From an optimization exercise on the open Yosys and OpenROAD flow, aimed at small area, a short achievable clock period and few clock cycles per item; shortcuts taken in it are not production practice. At most, simulation tests tie the RTL to the original design; equivalence was not proved. For run 1, only the layout was checked, not whether the RTL still works. No activity file was given, so power comes from the tool's default toggle rates.

## flow/design.v (module list and top-level ports; edited modules follow where they fit)
// module mvuTop: 1618 lines
module mvuTop (
	input logic clk,
	input logic rst,
	input logic wWe,
	input logic [6:0] wAddr,
	input logic [3:0] wData,
	input logic aWe,
	input logic [1:0] aFold,
	input logic [15:0] aData,
	input logic runReq,
	output logic runAck,
	output logic resReq,
	input logic resAck,
	output logic [63:0] resData
);
  // ...
==> flow/flow/run.sh <==
#!/bin/bash
# The standard ORFS layout (standard.sh), with one change: synthesis maps
# adders through ABC instead of extracting them into the platform's full and
# half adder cells (ADDER_MAP_FILE empty). Everything else, including the
# registers synthesis makes, is the standard flow's.
set -euo pipefail
bash standard.sh ADDER_MAP_FILE= synth > synth.log 2>&1
bash standard.sh ADDER_MAP_FILE= finish > layout.log 2>&1
==> flow/standard.sh <==
#!/bin/bash
# synth_recipe.tcl (not shown) runs the flow's synth.tcl, then flattens the netlist and writes it again
# the make line also repeats each setting of config.mk as NAME=value (left out here)
make -C /OpenROAD-flow-scripts/flow DESIGN_CONFIG=/design/flow/config.mk WORK_HOME=/design/flow/orfs CLKGATE_MAP_FILE= SYNTH_SCRIPT=/design/flow/synth_recipe.tcl "${@:-finish}"
==> flow/config.mk <==
export PLATFORM = sky130hd
export DESIGN_NAME = mvuTop
export DESIGN_NICKNAME = mvuTop
export VERILOG_FILES = /design/flow/design.v
export SDC_FILE = /design/flow/constraint.sdc
export NUM_CORES = 4
export LEC_CHECK = 0
export CAP_MARGIN = 20
export CORE_MARGIN = 2
export CORE_UTILIZATION = 40
export SLEW_MARGIN = 20
==> flow/constraint.sdc <==
create_clock -name core_clock -period 6.0 [get_ports {clk}]
set_input_delay 1.2000 -clock core_clock [delete_from_list [all_inputs] [get_ports {clk}]]
set_output_delay 1.2000 -clock core_clock [all_outputs]
set_load 0.01 [all_outputs]
==> impl_metrics.tcl, run 1 <==
set metrics [dict create \
    status "no timing/DRC/antenna violations" \
    num_vias 32290 \
    numCtsBuffers 95 \
    grt_pass1_vias 31110 \
    switchingPower_mw 8.618 \
    die_h_um 360.1 \
    hp-class "register to register" \
    post_drt_wl_per_cell_um 19.90 \
    whs_path_depth 1 \
    yosys_warnings 10 \
    clock.fmax_mhz 174.0 \
    maxSlewHeadroom_pct 25.64 \
    num-nonclk-buffers 146 \
    top_register "wmem" \
    min_to "fresh[3]" \
    ys.flop_type "edfxtp_1" \
    critPathBufInv 2 \
    synth_edf_count 576 \
    route.met2.wl_um 50900 \
    yosys.area.top_type "edfxtp_1" \
    drc 0 \
    taps 1650 \
    p_per_area_mw_per_mm2 440.7 \
    vias_per_cell 5.183 \
    num_rows 130 \
    max_stage_delay_ps 720 \
    clk_share_pct 5.594 \
    diodes 3 \
    nNonClkInverters 79 \
    path_clk_slew_ps 60 \
    dpl_cell_area_mm2 0.05327 \
    arrival_ps 4550 \
]
==> run 2: changes to the inputs <==
--- a/flow/design.v
+++ b/flow/design.v
@@ -1363,284 +1363,17 @@
 	assign sNext[7] = {r7c71, r7c69, r7c67, r7c65, r7c61, r7c53, r7s52, r7s41, r7s28, r7s15, r7s6, r7s1};
 	assign cNext[7] = {r7s73, r7s71, r7s69, r7s67, r7s65, r7s61, r7s53, r7s42, r7s29, r7s16, r7s7, r7s2};
 	always_ff @(posedge clk) begin
 		for (int r = 0; r < 8; r++) begin
 			sAcc[r] <= sNext[r];
 			cAcc[r] <= cNext[r];
 		end
 	end
-	logic [AW-1:0] ySum [4];
-	logic [AW-1:0] yS [4];
-	logic [AW-1:0] yC [4];
 	always_comb begin
 		for (int p = 0; p < 4; p++) begin
-			yS[p] = grp ? sAcc[4+p] : sAcc[p];
-			yC[p] = grp ? cAcc[4+p] : cAcc[p];
-			resData[p*16 +: 16] = {{(16-AW){ySum[p][AW-1]}}, ySum[p]};
+			logic [AW-1:0] y;
+			y = grp ? (sAcc[4+p] + cAcc[4+p]) : (sAcc[p] + cAcc[p]);
+			resData[p*16 +: 16] = {{(16-AW){y[AW-1]}}, y};
 		end
 	end
-	logic a0g0_0, a0p0_0, a0g1_1, a0p1_1, a0g2_2, a0p2_2, a0g3_3, a0p3_3, a0g4_4, a0p4_4, a0g5_5, a0p5_5, a0g6_6, a0p6_6, a0g7_7, a0p7_7, a0g8_8, a0p8_8, a0g9_9, a0p9_9, a0g10_10, a0p10_10, a0g11_11, a0p11_11, a0g0_1, a0p0_1, a0g2_3, a0p2_3, a0g4_5, a0p4_5, a0g6_7, a0p6_7, a0g8_9, a0p8_9, a0g10_11, a0p10_11, a0g0_2, a0p0_2, a0g0_3, a0p0_3, a0g4_6, a0p4_6, a0g4_7, a0p4_7, a0g8_10, a0p8_10, a0g8_11, a0p8_11, a0g0_4, a0p0_4, a0g0_5, a0p0_5, a0g0_6, a0p0_6, a0g0_7, a0p0_7, a0g0_8, a0p0_8, a0g0_9, a0p0_9, a0g0_10, a0p0_10, a0g0_11, a0p0_11;
-	assign a0g0_0 = yS[0][0] & yC[0][0];
-	assign a0p0_0 = yS[0][0] ^ yC[0][0];
-	assign a0g1_1 = yS[0][1] & yC[0][1];
-	assign a0p1_1 = yS[0][1] ^ yC[0][1];
-	assign a0g2_2 = yS[0][2] & yC[0][2];
-	assign a0p2_2 = yS[0][2] ^ yC[0][2];
-	assign a0g3_3 = yS[0][3] & yC[0][3];
-	assign a0p3_3 = yS[0][3] ^ yC[0][3];
-	assign a0g4_4 = yS[0][4] & yC[0][4];
-	assign a0p4_4 = yS[0][4] ^ yC[0][4];
-	assign a0g5_5 = yS[0][5] & yC[0][5];
-	assign a0p5_5 = yS[0][5] ^ yC[0][5];
-	assign a0g6_6 = yS[0][6] & yC[0][6];
-	assign a0p6_6 = yS[0][6] ^ yC[0][6];
-	assign a0g7_7 = yS[0][7] & yC[0][7];
-	assign a0p7_7 = yS[0][7] ^ yC[0][7];
-	assign a0g8_8 = yS[0][8] & yC[0][8];
-	assign a0p8_8 = yS[0][8] ^ yC[0][8];
-	assign a0g9_9 = yS[0][9] & yC[0][9];
-	assign a0p9_9 = yS[0][9] ^ yC[0][9];
-	assign a0g10_10 = yS[0][10] & yC[0][10];
-	assign a0p10_10 = yS[0][10] ^ yC[0][10];
-	assign a0g11_11 = yS[0][11] & yC[0][11];
-	assign a0p11_11 = yS[0][11] ^ yC[0][11];
-	assign a0g0_1 = a0g1_1 | (a0p1_1 & a0g0_0);
-	assign a0p0_1 = a0p1_1 & a0p0_0;
-	assign a0g2_3 = a0g3_3 | (a0p3_3 & a0g2_2);
-	assign a0p2_3 = a0p3_3 & a0p2_2;
-	assign a0g4_5 = a0g5_5 | (a0p5_5 & a0g4_4);
-	assign a0p4_5 = a0p5_5 & a0p4_4;
-	assign a0g6_7 = a0g7_7 | (a0p7_7 & a0g6_6);
-	assign a0p6_7 = a0p7_7 & a0p6_6;
-	assign a0g8_9 = a0g9_9 | (a0p9_9 & a0g8_8);
-	assign a0p8_9 = a0p9_9 & a0p8_8;
-	assign a0g10_11 = a0g11_11 | (a0p11_11 & a0g10_10);
-	assign a0p10_11 = a0p11_11 & a0p10_10;
-	assign a0g0_2 = a0g2_2 | (a0p2_2 & a0g0_1);
-	assign a0p0_2 = a0p2_2 & a0p0_1;
-	assign a0g0_3 = a0g2_3 | (a0p2_3 & a0g0_1);
-	assign a0p0_3 = a0p2_3 & a0p0_1;
-	assign a0g4_6 = a0g6_6 | (a0p6_6 & a0g4_5);
-	assign a0p4_6 = a0p6_6 & a0p4_5;
-	assign a0g4_7 = a0g6_7 | (a0p6_7 & a0g4_5);
-	assign a0p4_7 = a0p6_7 & a0p4_5;
-	assign a0g8_10 = a0g10_10 | (a0p10_10 & a0g8_9);
-	assign a0p8_10 = a0p10_10 & a0p8_9;
-	assign a0g8_11 = a0g10_11 | (a0p10_11 & a0g8_9);
-	assign a0p8_11 = a0p10_11 & a0p8_9;
-	assign a0g0_4 = a0g4_4 | (a0p4_4 & a0g0_3);
-	assign a0p0_4 = a0p4_4 & a0p0_3;
-	assign a0g0_5 = a0g4_5 | (a0p4_5 & a0g0_3);
-	assign a0p0_5 = a0p4_5 & a0p0_3;
-	assign a0g0_6 = a0g4_6 | (a0p4_6 & a0g0_3);
-	assign a0p0_6 = a0p4_6 & a0p0_3;
-	assign a0g0_7 = a0g4_7 | (a0p4_7 & a0g0_3);
-	assign a0p0_7 = a0p4_7 & a0p0_3;
-	assign a0g0_8 = a0g8_8 | (a0p8_8 & a0g0_7);
-	assign a0p0_8 = a0p8_8 & a0p0_7;
-	assign a0g0_9 = a0g8_9 | (a0p8_9 & a0g0_7);
-	assign a0p0_9 = a0p8_9 & a0p0_7;
-	assign a0g0_10 = a0g8_10 | (a0p8_10 & a0g0_7);
-	assign a0p0_10 = a0p8_10 & a0p0_7;
-	assign a0g0_11 = a0g8_11 | (a0p8_11 & a0g0_7);
-	assign a0p0_11 = a0p8_11 & a0p0_7;
-	assign ySum[0] = {a0p11_11 ^ a0g0_10, a0p10_10 ^ a0g0_9, a0p9_9 ^ a0g0_8, a0p8_8 ^ a0g0_7, a0p7_7 ^ a0g0_6, a0p6_6 ^ a0g0_5, a0p5_5 ^ a0g0_4, a0p4_4 ^ a0g0_3, a0p3_3 ^ a0g0_2, a0p2_2 ^ a0g0_1, a0p1_1 ^ a0g0_0, a0p0_0};
-	logic a1g0_0, a1p0_0, a1g1_1, a1p1_1, a1g2_2, a1p2_2, a1g3_3, a1p3_3, a1g4_4, a1p4_4, a1g5_5, a1p5_5, a1g6_6, a1p6_6, a1g7_7, a1p7_7, a1g8_8, a1p8_8, a1g9_9, a1p9_9, a1g10_10, a1p10_10, a1g11_11, a1p11_11, a1g0_1, a1p0_1, a1g2_3, a1p2_3, a1g4_5, a1p4_5, a1g6_7, a1p6_7, a1g8_9, a1p8_9, a1g10_11, a1p10_11, a1g0_2, a1p0_2, a1g0_3, a1p0_3, a1g4_6, a1p4_6, a1g4_7, a1p4_7, a1g8_10, a1p8_10, a1g8_11, a1p8_11, a1g0_4, a1p0_4, a1g0_5, a1p0_5, a1g0_6, a1p0_6, a1g0_7, a1p0_7, a1g0_8, a1p0_8, a1g0_9, a1p0_9, a1g0_10, a1p0_10, a1g0_11, a1p0_11;
-	assign a1g0_0 = yS[1][0] & yC[1][0];
-	assign a1p0_0 = yS[1][0] ^ yC[1][0];
-	assign a1g1_1 = yS[1][1] & yC[1][1];
-	assign a1p1_1 = yS[1][1] ^ yC[1][1];
-	assign a1g2_2 = yS[1][2] & yC[1][2];
-	assign a1p2_2 = yS[1][2] ^ yC[1][2];
-	assign a1g3_3 = yS[1][3] & yC[1][3];
-	assign a1p3_3 = yS[1][3] ^ yC[1][3];
-	assign a1g4_4 = yS[1][4] & yC[1][4];
-	assign a1p4_4 = yS[1][4] ^ yC[1][4];
-	assign a1g5_5 = yS[1][5] & yC[1][5];
-	assign a1p5_5 = yS[1][5] ^ yC[1][5];
-	assign a1g6_6 = yS[1][6] & yC[1][6];
-	assign a1p6_6 = yS[1][6] ^ yC[1][6];
-	assign a1g7_7 = yS[1][7] & yC[1][7];
-	assign a1p7_7 = yS[1][7] ^ yC[1][7];
-	assign a1g8_8 = yS[1][8] & yC[1][8];
-	assign a1p8_8 = yS[1][8] ^ yC[1][8];
-	assign a1g9_9 = yS[1][9] & yC[1][9];
-	assign a1p9_9 = yS[1][9] ^ yC[1][9];
-	assign a1g10_10 = yS[1][10] & yC[1][10];
-	assign a1p10_10 = yS[1][10] ^ yC[1][10];
-	assign a1g11_11 = yS[1][11] & yC[1][11];
-	assign a1p11_11 = yS[1][11] ^ yC[1][11];
-	assign a1g0_1 = a1g1_1 | (a1p1_1 & a1g0_0);
-	assign a1p0_1 = a1p1_1 & a1p0_0;
-	assign a1g2_3 = a1g3_3 | (a1p3_3 & a1g2_2);
-	assign a1p2_3 = a1p3_3 & a1p2_2;
-	assign a1g4_5 = a1g5_5 | (a1p5_5 & a1g4_4);
-	assign a1p4_5 = a1p5_5 & a1p4_4;
-	assign a1g6_7 = a1g7_7 | (a1p7_7 & a1g6_6);
-	assign a1p6_7 = a1p7_7 & a1p6_6;
-	assign a1g8_9 = a1g9_9 | (a1p9_9 & a1g8_8);
-	assign a1p8_9 = a1p9_9 & a1p8_8;
-	assign a1g10_11 = a1g11_11 | (a1p11_11 & a1g10_10);
-	assign a1p10_11 = a1p11_11 & a1p10_10;
-	assign a1g0_2 = a1g2_2 | (a1p2_2 & a1g0_1);
-	assign a1p0_2 = a1p2_2 & a1p0_1;
-	assign a1g0_3 = a1g2_3 | (a1p2_3 & a1g0_1);
-	assign a1p0_3 = a1p2_3 & a1p0_1;
-	assign a1g4_6 = a1g6_6 | (a1p6_6 & a1g4_5);
-	assign a1p4_6 = a1p6_6 & a1p4_5;
-	assign a1g4_7 = a1g6_7 | (a1p6_7 & a1g4_5);
-	assign a1p4_7 = a1p6_7 & a1p4_5;
-	assign a1g8_10 = a1g10_10 | (a1p10_10 & a1g8_9);
-	assign a1p8_10 = a1p10_10 & a1p8_9;
-	assign a1g8_11 = a1g10_11 | (a1p10_11 & a1g8_9);
-	assign a1p8_11 = a1p10_11 & a1p8_9;
-	assign a1g0_4 = a1g4_4 | (a1p4_4 & a1g0_3);
-	assign a1p0_4 = a1p4_4 & a1p0_3;
-	assign a1g0_5 = a1g4_5 | (a1p4_5 & a1g0_3);
-	assign a1p0_5 = a1p4_5 & a1p0_3;
-	assign a1g0_6 = a1g4_6 | (a1p4_6 & a1g0_3);
-	assign a1p0_6 = a1p4_6 & a1p0_3;
-	assign a1g0_7 = a1g4_7 | (a1p4_7 & a1g0_3);
-	assign a1p0_7 = a1p4_7 & a1p0_3;
-	assign a1g0_8 = a1g8_8 | (a1p8_8 & a1g0_7);
-	assign a1p0_8 = a1p8_8 & a1p0_7;
-	assign a1g0_9 = a1g8_9 | (a1p8_9 & a1g0_7);
-	assign a1p0_9 = a1p8_9 & a1p0_7;
-	assign a1g0_10 = a1g8_10 | (a1p8_10 & a1g0_7);
-	assign a1p0_10 = a1p8_10 & a1p0_7;
-	assign a1g0_11 = a1g8_11 | (a1p8_11 & a1g0_7);
-	assign a1p0_11 = a1p8_11 & a1p0_7;
-	assign ySum[1] = {a1p11_11 ^ a1g0_10, a1p10_10 ^ a1g0_9, a1p9_9 ^ a1g0_8, a1p8_8 ^ a1g0_7, a1p7_7 ^ a1g0_6, a1p6_6 ^ a1g0_5, a1p5_5 ^ a1g0_4, a1p4_4 ^ a1g0_3, a1p3_3 ^ a1g0_2, a1p2_2 ^ a1g0_1, a1p1_1 ^ a1g0_0, a1p0_0};
-	logic a2g0_0, a2p0_0, a2g1_1, a2p1_1, a2g2_2, a2p2_2, a2g3_3, a2p3_3, a2g4_4, a2p4_4, a2g5_5, a2p5_5, a2g6_6, a2p6_6, a2g7_7, a2p7_7, a2g8_8, a2p8_8, a2g9_9, a2p9_9, a2g10_10, a2p10_10, a2g11_11, a2p11_11, a2g0_1, a2p0_1, a2g2_3, a2p2_3, a2g4_5, a2p4_5, a2g6_7, a2p6_7, a2g8_9, a2p8_9, a2g10_11, a2p10_11, a2g0_2, a2p0_2, a2g0_3, a2p0_3, a2g4_6, a2p4_6, a2g4_7, a2p4_7, a2g8_10, a2p8_10, a2g8_11, a2p8_11, a2g0_4, a2p0_4, a2g0_5, a2p0_5, a2g0_6, a2p0_6, a2g0_7, a2p0_7, a2g0_8, a2p0_8, a2g0_9, a2p0_9, a2g0_10, a2p0_10, a2g0_11, a2p0_11;
-	assign a2g0_0 = yS[2][0] & yC[2][0];
-	assign a2p0_0 = yS[2][0] ^ yC[2][0];
-	assign a2g1_1 = yS[2][1] & yC[2][1];
-	assign a2p1_1 = yS[2][1] ^ yC[2][1];
-	assign a2g2_2 = yS[2][2] & yC[2][2];
-	assign a2p2_2 = yS[2][2] ^ yC[2][2];
-	assign a2g3_3 = yS[2][3] & yC[2][3];
-	assign a2p3_3 = yS[2][3] ^ yC[2][3];
-	assign a2g4_4 = yS[2][4] & yC[2][4];
-	assign a2p4_4 = yS[2][4] ^ yC[2][4];
-	assign a2g5_5 = yS[2][5] & yC[2][5];
-	assign a2p5_5 = yS[2][5] ^ yC[2][5];
-	assign a2g6_6 = yS[2][6] & yC[2][6];
-	assign a2p6_6 = yS[2][6] ^ yC[2][6];
-	assign a2g7_7 = yS[2][7] & yC[2][7];
-	assign a2p7_7 = yS[2][7] ^ yC[2][7];
-	assign a2g8_8 = yS[2][8] & yC[2][8];
-	assign a2p8_8 = yS[2][8] ^ yC[2][8];
-	assign a2g9_9 = yS[2][9] & yC[2][9];
-	assign a2p9_9 = yS[2][9] ^ yC[2][9];
-	assign a2g10_10 = yS[2][10] & yC[2][10];
-	assign a2p10_10 = yS[2][10] ^ yC[2][10];
-	assign a2g11_11 = yS[2][11] & yC[2][11];
-	assign a2p11_11 = yS[2][11] ^ yC[2][11];
-	assign a2g0_1 = a2g1_1 | (a2p1_1 & a2g0_0);
-	assign a2p0_1 = a2p1_1 & a2p0_0;
-	assign a2g2_3 = a2g3_3 | (a2p3_3 & a2g2_2);
-	assign a2p2_3 = a2p3_3 & a2p2_2;
-	assign a2g4_5 = a2g5_5 | (a2p5_5 & a2g4_4);
-	assign a2p4_5 = a2p5_5 & a2p4_4;
-	assign a2g6_7 = a2g7_7 | (a2p7_7 & a2g6_6);
-	assign a2p6_7 = a2p7_7 & a2p6_6;
-	assign a2g8_9 = a2g9_9 | (a2p9_9 & a2g8_8);
-	assign a2p8_9 = a2p9_9 & a2p8_8;
-	assign a2g10_11 = a2g11_11 | (a2p11_11 & a2g10_10);
-	assign a2p10_11 = a2p11_11 & a2p10_10;
-	assign a2g0_2 = a2g2_2 | (a2p2_2 & a2g0_1);
-	assign a2p0_2 = a2p2_2 & a2p0_1;
-	assign a2g0_3 = a2g2_3 | (a2p2_3 & a2g0_1);
-	assign a2p0_3 = a2p2_3 & a2p0_1;
-	assign a2g4_6 = a2g6_6 | (a2p6_6 & a2g4_5);
-	assign a2p4_6 = a2p6_6 & a2p4_5;
-	assign a2g4_7 = a2g6_7 | (a2p6_7 & a2g4_5);
-	assign a2p4_7 = a2p6_7 & a2p4_5;
-	assign a2g8_10 = a2g10_10 | (a2p10_10 & a2g8_9);
-	assign a2p8_10 = a2p10_10 & a2p8_9;
-	assign a2g8_11 = a2g10_11 | (a2p10_11 & a2g8_9);
-	assign a2p8_11 = a2p10_11 & a2p8_9;
-	assign a2g0_4 = a2g4_4 | (a2p4_4 & a2g0_3);
-	assign a2p0_4 = a2p4_4 & a2p0_3;
-	assign a2g0_5 = a2g4_5 | (a2p4_5 & a2g0_3);
-	assign a2p0_5 = a2p4_5 & a2p0_3;
-	assign a2g0_6 = a2g4_6 | (a2p4_6 & a2g0_3);
-	assign a2p0_6 = a2p4_6 & a2p0_3;
-	assign a2g0_7 = a2g4_7 | (a2p4_7 & a2g0_3);
-	assign a2p0_7 = a2p4_7 & a2p0_3;
-	assign a2g0_8 = a2g8_8 | (a2p8_8 & a2g0_7);
-	assign a2p0_8 = a2p8_8 & a2p0_7;
-	assign a2g0_9 = a2g8_9 | (a2p8_9 & a2g0_7);
-	assign a2p0_9 = a2p8_9 & a2p0_7;
-	assign a2g0_10 = a2g8_10 | (a2p8_10 & a2g0_7);
-	assign a2p0_10 = a2p8_10 & a2p0_7;
-	assign a2g0_11 = a2g8_11 | (a2p8_11 & a2g0_7);
-	assign a2p0_11 = a2p8_11 & a2p0_7;
-	assign ySum[2] = {a2p11_11 ^ a2g0_10, a2p10_10 ^ a2g0_9, a2p9_9 ^ a2g0_8, a2p8_8 ^ a2g0_7, a2p7_7 ^ a2g0_6, a2p6_6 ^ a2g0_5, a2p5_5 ^ a2g0_4, a2p4_4 ^ a2g0_3, a2p3_3 ^ a2g0_2, a2p2_2 ^ a2g0_1, a2p1_1 ^ a2g0_0, a2p0_0};
-	logic a3g0_0, a3p0_0, a3g1_1, a3p1_1, a3g2_2, a3p2_2, a3g3_3, a3p3_3, a3g4_4, a3p4_4, a3g5_5, a3p5_5, a3g6_6, a3p6_6, a3g7_7, a3p7_7, a3g8_8, a3p8_8, a3g9_9, a3p9_9, a3g10_10, a3p10_10, a3g11_11, a3p11_11, a3g0_1, a3p0_1, a3g2_3, a3p2_3, a3g4_5, a3p4_5, a3g6_7, a3p6_7, a3g8_9, a3p8_9, a3g10_11, a3p10_11, a3g0_2, a3p0_2, a3g0_3, a3p0_3, a3g4_6, a3p4_6, a3g4_7, a3p4_7, a3g8_10, a3p8_10, a3g8_11, a3p8_11, a3g0_4, a3p0_4, a3g0_5, a3p0_5, a3g0_6, a3p0_6, a3g0_7, a3p0_7, a3g0_8, a3p0_8, a3g0_9, a3p0_9, a3g0_10, a3p0_10, a3g0_11, a3p0_11;
-	assign a3g0_0 = yS[3][0] & yC[3][0];
-	assign a3p0_0 = yS[3][0] ^ yC[3][0];
-	assign a3g1_1 = yS[3][1] & yC[3][1];
-	assign a3p1_1 = yS[3][1] ^ yC[3][1];
-	assign a3g2_2 = yS[3][2] & yC[3][2];
-	assign a3p2_2 = yS[3][2] ^ yC[3][2];
-	assign a3g3_3 = yS[3][3] & yC[3][3];
-	assign a3p3_3 = yS[3][3] ^ yC[3][3];
-	assign a3g4_4 = yS[3][4] & yC[3][4];
-	assign a3p4_4 = yS[3][4] ^ yC[3][4];
-	assign a3g5_5 = yS[3][5] & yC[3][5];
-	assign a3p5_5 = yS[3][5] ^ yC[3][5];
-	assign a3g6_6 = yS[3][6] & yC[3][6];
-	assign a3p6_6 = yS[3][6] ^ yC[3][6];
-	assign a3g7_7 = yS[3][7] & yC[3][7];
-	assign a3p7_7 = yS[3][7] ^ yC[3][7];
-	assign a3g8_8 = yS[3][8] & yC[3][8];
-	assign a3p8_8 = yS[3][8] ^ yC[3][8];
-	assign a3g9_9 = yS[3][9] & yC[3][9];
-	assign a3p9_9 = yS[3][9] ^ yC[3][9];
-	assign a3g10_10 = yS[3][10] & yC[3][10];
-	assign a3p10_10 = yS[3][10] ^ yC[3][10];
-	assign a3g11_11 = yS[3][11] & yC[3][11];
-	assign a3p11_11 = yS[3][11] ^ yC[3][11];
-	assign a3g0_1 = a3g1_1 | (a3p1_1 & a3g0_0);
-	assign a3p0_1 = a3p1_1 & a3p0_0;
-	assign a3g2_3 = a3g3_3 | (a3p3_3 & a3g2_2);
-	assign a3p2_3 = a3p3_3 & a3p2_2;
-	assign a3g4_5 = a3g5_5 | (a3p5_5 & a3g4_4);
-	assign a3p4_5 = a3p5_5 & a3p4_4;
-	assign a3g6_7 = a3g7_7 | (a3p7_7 & a3g6_6);
-	assign a3p6_7 = a3p7_7 & a3p6_6;
-	assign a3g8_9 = a3g9_9 | (a3p9_9 & a3g8_8);
-	assign a3p8_9 = a3p9_9 & a3p8_8;
-	assign a3g10_11 = a3g11_11 | (a3p11_11 & a3g10_10);
-	assign a3p10_11 = a3p11_11 & a3p10_10;
-	assign a3g0_2 = a3g2_2 | (a3p2_2 & a3g0_1);
-	assign a3p0_2 = a3p2_2 & a3p0_1;
-	assign a3g0_3 = a3g2_3 | (a3p2_3 & a3g0_1);
-	assign a3p0_3 = a3p2_3 & a3p0_1;
-	assign a3g4_6 = a3g6_6 | (a3p6_6 & a3g4_5);
-	assign a3p4_6 = a3p6_6 & a3p4_5;
-	assign a3g4_7 = a3g6_7 | (a3p6_7 & a3g4_5);
-	assign a3p4_7 = a3p6_7 & a3p4_5;
-	assign a3g8_10 = a3g10_10 | (a3p10_10 & a3g8_9);
-	assign a3p8_10 = a3p10_10 & a3p8_9;
-	assign a3g8_11 = a3g10_11 | (a3p10_11 & a3g8_9);
-	assign a3p8_11 = a3p10_11 & a3p8_9;
-	assign a3g0_4 = a3g4_4 | (a3p4_4 & a3g0_3);
-	assign a3p0_4 = a3p4_4 & a3p0_3;
-	assign a3g0_5 = a3g4_5 | (a3p4_5 & a3g0_3);
-	assign a3p0_5 = a3p4_5 & a3p0_3;
-	assign a3g0_6 = a3g4_6 | (a3p4_6 & a3g0_3);
-	assign a3p0_6 = a3p4_6 & a3p0_3;
-	assign a3g0_7 = a3g4_7 | (a3p4_7 & a3g0_3);
-	assign a3p0_7 = a3p4_7 & a3p0_3;
-	assign a3g0_8 = a3g8_8 | (a3p8_8 & a3g0_7);
-	assign a3p0_8 = a3p8_8 & a3p0_7;
-	assign a3g0_9 = a3g8_9 | (a3p8_9 & a3g0_7);
-	assign a3p0_9 = a3p8_9 & a3p0_7;
-	assign a3g0_10 = a3g8_10 | (a3p8_10 & a3g0_7);
-	assign a3p0_10 = a3p8_10 & a3p0_7;
-	assign a3g0_11 = a3g8_11 | (a3p8_11 & a3g0_7);
-	assign a3p0_11 = a3p8_11 & a3p0_7;
-	assign ySum[3] = {a3p11_11 ^ a3g0_10, a3p10_10 ^ a3g0_9, a3p9_9 ^ a3g0_8, a3p8_8 ^ a3g0_7, a3p7_7 ^ a3g0_6, a3p6_6 ^ a3g0_5, a3p5_5 ^ a3g0_4, a3p4_4 ^ a3g0_3, a3p3_3 ^ a3g0_2, a3p2_2 ^ a3g0_1, a3p1_1 ^ a3g0_0, a3p0_0};
 endmodule
 `default_nettype wire
==> flow/run.sh (new file) <==
#!/bin/bash
# synth_recipe.tcl (not shown) runs the flow's synth.tcl, then flattens the netlist and writes it again
# the make line also repeats each setting of config.mk as NAME=value (left out here)
make -C /OpenROAD-flow-scripts/flow DESIGN_CONFIG=/design/flow/config.mk WORK_HOME=/design/flow/orfs CLKGATE_MAP_FILE= SYNTH_SCRIPT=/design/flow/synth_recipe.tcl finish
removed: flow/flow/run.sh
removed: flow/standard.sh
==> impl_metrics.tcl, run 2 <==
set metrics [dict create \
    nFillCells 11010 \
    pwr-share-comb_pct 41.9 \
    switchingPower_mw 8.577 \
    synthToLayoutAreaGrowth_pct 11.61 \
    clkPwrFrac_pct 24.2 \
    seqPwrFrac_pct 33.9 \
    gr-usage-all-layers_pct 18.55 \
    cts_setup_buffers 0 \
    drc 0 \
    rsz0062_at_grt "no" \
    clock-sinks 929 \
    worstPathMaxFanout 5 \
    ys_seq_area_share_pct 48.54 \
    clockBufferDepth 3 \
    core_area_mm2 0.1241 \
    wl_met1_um 57830 \
    final_cell_mix "591 x inv_1, 576 x edfxtp_1, 504 x fa_1" \
    start_util_pct 40.44 \
    numCtsBuffers 92 \
    cp-start-kind "register" \
    synth_edf_count 576 \
    ir_worst_vdd_uv 373.5 \
    vias_per_cell 4.971 \
    grt_pass1_vias 29400 \
    arrival_ps 3700 \
    num_rows 129 \
    ys_ff_latch 929 \
    crit_required_ps 4800 \
    grt_pass1_wl_um 180400 \
    wl_met3_um 7274 \
    synthArstFlopShare_pct 0 \
    drv_slew 0 \
    reg_top3 "wmem (512), wsel (128)" \
    yosys.area.top_type "edfxtp_1" \
    hp-class "register to register" \
    drt_iter0_markers 2316 \
    timing.rr.start "zacc" \
    fin_hold_ws_ps 452.6 \
    p_per_area_mw_per_mm2 432.4 \
    hold_violations 0 \
    drive_gt1_share_pct 9.057 \
    reg2regPathDepth 10 \
    clock.fmax_mhz 203.9 \
    grt-ovfl-total 0 \
    reg2reg_to "cAcc[1][7]" \
    power_leakage_nw 21.87 \
    nNetsFinal 4642 \
    synth_common_cells "591 x inv_1, 576 x edfxtp_1, 504 x fa_1, 353 x dfxtp_1, 346 x nand2_1" \
    clockRootBuffer "clkbuf_16" \
    synth_most_common_cell "inv_1" \
    num_vias 28120 \
    sw_frac_of_total_pct 35.41 \
    critPathKind "register to output port" \
    max_cap_violations 0 \
    final_common_cell "inv_1" \
    totalWireLength_um 116400 \
    period_needed_ps 4904 \
    top_layer "met5" \
    die_h_um 358.2 \
    hold_buffers 0 \
    syn_area_mm2 0.05019 \
    htree_levels 3 \
    dr.pass1.iters 5 \
    ys_types 66 \
    status "no timing/DRC/antenna violations" \
    gp_congestion 0.8829 \
    largest_reg_flops 512 \
    postSynthCellCount 3853 \
    cts_tree "built" \
    ios 101 \
    yosys_warnings 7 \
    hp-start "resReq" \
    reg2reg_setup_slack_ps 1580 \
    timing.final.crit_share_pct 81.74 \
    critPathCapture "resData[31]" \
    maxSlewHeadroom_pct 25.73 \
    path_clk_slew_ps 60 \
    setup_viol 0 \
    antenna_left 0 \
    dp_hpwl_um 85380 \
    grt_antenna_before_repair 10 \
    worst_slew_pin_slew_ps 1111 \
    skew_ps 31.27 \
    cts_resized 0 \
    cp-end-kind "output port" \
    die-width_um 358.2 \
    tns_ps 0 \
    syn_nets 4554 \
    avgSynthCellArea_um2 13.03 \
    ys.flop_type "edfxtp_1" \
    synth_top_area_share_pct 34.46 \
    post_drt_wl_per_cell_um 20.57 \
    route.met2.wl_um 49450 \
    grt_max_degree 129 \
    intPower_mw 15.65 \
    io_buffers 100 \
    clk_latency_ps 680 \
    worstSetupStartpoint "sAcc[1][1]" \
    synth_area_leaders "edfxtp_1 34%, fa_1 20%, dfxtp_1 14%" \
    dieArea_mm2 0.1283 \
    top_register "wmem" \
]
-- run 2: cell count changes after synthesis, sizes merged, moves of 51 or more --
cell,change
xnor2,-725
and2,+113
ha,+162
nand2b,+67
nand2,-231
xor2,-251
a31oi,-51
buf,-76
inv,+514
nor2,-142
nor2b,+56
fa,+504
maj3,-416
-- run 2: logic make-up after synthesis --
kind of cell    share of synthesized area (%)
mux                                     6.980
buf+inv                                 5.900
flops                                   48.54
xor+xnor                                1.396
fa+ha+maj                               24.14
compound gates                          2.969
simple gates                            10.08
-- run 2: metal layers --
metal  vias up  global-route usage (%)
li1      12740                       -
met1     14450                   29.01
met2       789                   27.12
met3       129                   3.086
met4         8                   3.824
met5         -                       0
-- run 2: worst max-delay path, stage by stage, from the launching register on --
cell and delay [ps]:
dfxtp_1 310, ha_1 300, a211oi_1 330, o21ai_0 180
a21oi_1 460, o31ai_1 190, xor2_1 160, o21ai_0 180
o311a_1 320, clkdlybuf4s50_1 590
-- run 2: area by class of cell --
class | instances | area [um2] | area share [%]
diodes | 1 | 2.502 | 0.004467
clock buffers | 125 | 2605 | 4.650
clock inverters | 47 | 498.0 | 0.8889
inverters | 593 | 2226 | 3.973
multi-input cells | 2186 | 22920 | 40.91
flip-flops and latches | 929 | 24380 | 43.51
well taps | 1637 | 2048 | 3.656
repair buffers | 139 | 1350 | 2.410
-- run 2: stage by stage --
step                      setup slack (ps)  power (mW)  cells  area [um2]  utilization [%]
final                                 1096       24.22   5657       56020            45.14
after global routing                 827.8       26.20   5656       56020            45.13
after detailed placement              1547       18.60   5483       52910            42.62
after floorplan                       2130       14.90   3853       50190                -
after global placement                1622       18.40   5483       52910            42.62
after CTS                             1109       24.53   5655       56010            45.12
-- run 2: worst min path at each step --
stage / end / slack (ps) / cells after the start
floorplan: fresh[3] / 470 / 1
global placement: resReq / 440 / 2
detailed placement: resReq / 450 / 2
CTS: resReq / 460 / 2
global route: resReq / 500 / 2
finish: resReq / 450 / 2
-- run 2: power by group through the flow --
| stage | Sequential (mW) | Clock (mW) | Combinational [mW] |
|---|---|---|---|
| after floorplan | 8.03 | 0 | 6.88 |
| after global placement | 8.33 | 0 | 10.1 |
| after detailed placement | 8.33 | 0 | 10.3 |
| after CTS | 8.20 | 6.00 | 10.3 |
| after global routing | 8.27 | 6.25 | 11.7 |
| final | 8.21 | 5.87 | 10.1 |
Testbench counts of run 2, summed over its fixed seeds: cycles 2,304, runs 256.

[port drivers added, routing unchanged]
The results above use ideal ports. As a check the final layouts listed here were re-extracted and re-timed, cells and wires unchanged. Step 1, drivers: a clkbuf_16 drives clk and a buf_2 each remaining input, both assumed. Step 2 adds t to the input delays and takes it off the output delays; t is the mean of the earliest and latest rising clock arrival at the registers after step 1. Input paths then give back, and output paths get back, about the clock's delay inside the block. Three values: ideal, step 1, step 2; two values: the first two.
run | shift t [ns] | slack for setup (ns) | worst setup path at the end | worst register clock-pin slew, ns | worst slew at a driven data input, ns
run 1 | 0.762 | 0.254 / 0.185 / 0.948 | register to output | 0.07 / 0.07 | 0.08
run 2 | 0.736 | 1.096 / 1.025 / 1.576 | register to register | 0.07 / 0.07 | 0.09
After both steps every run listed still meets setup and hold.
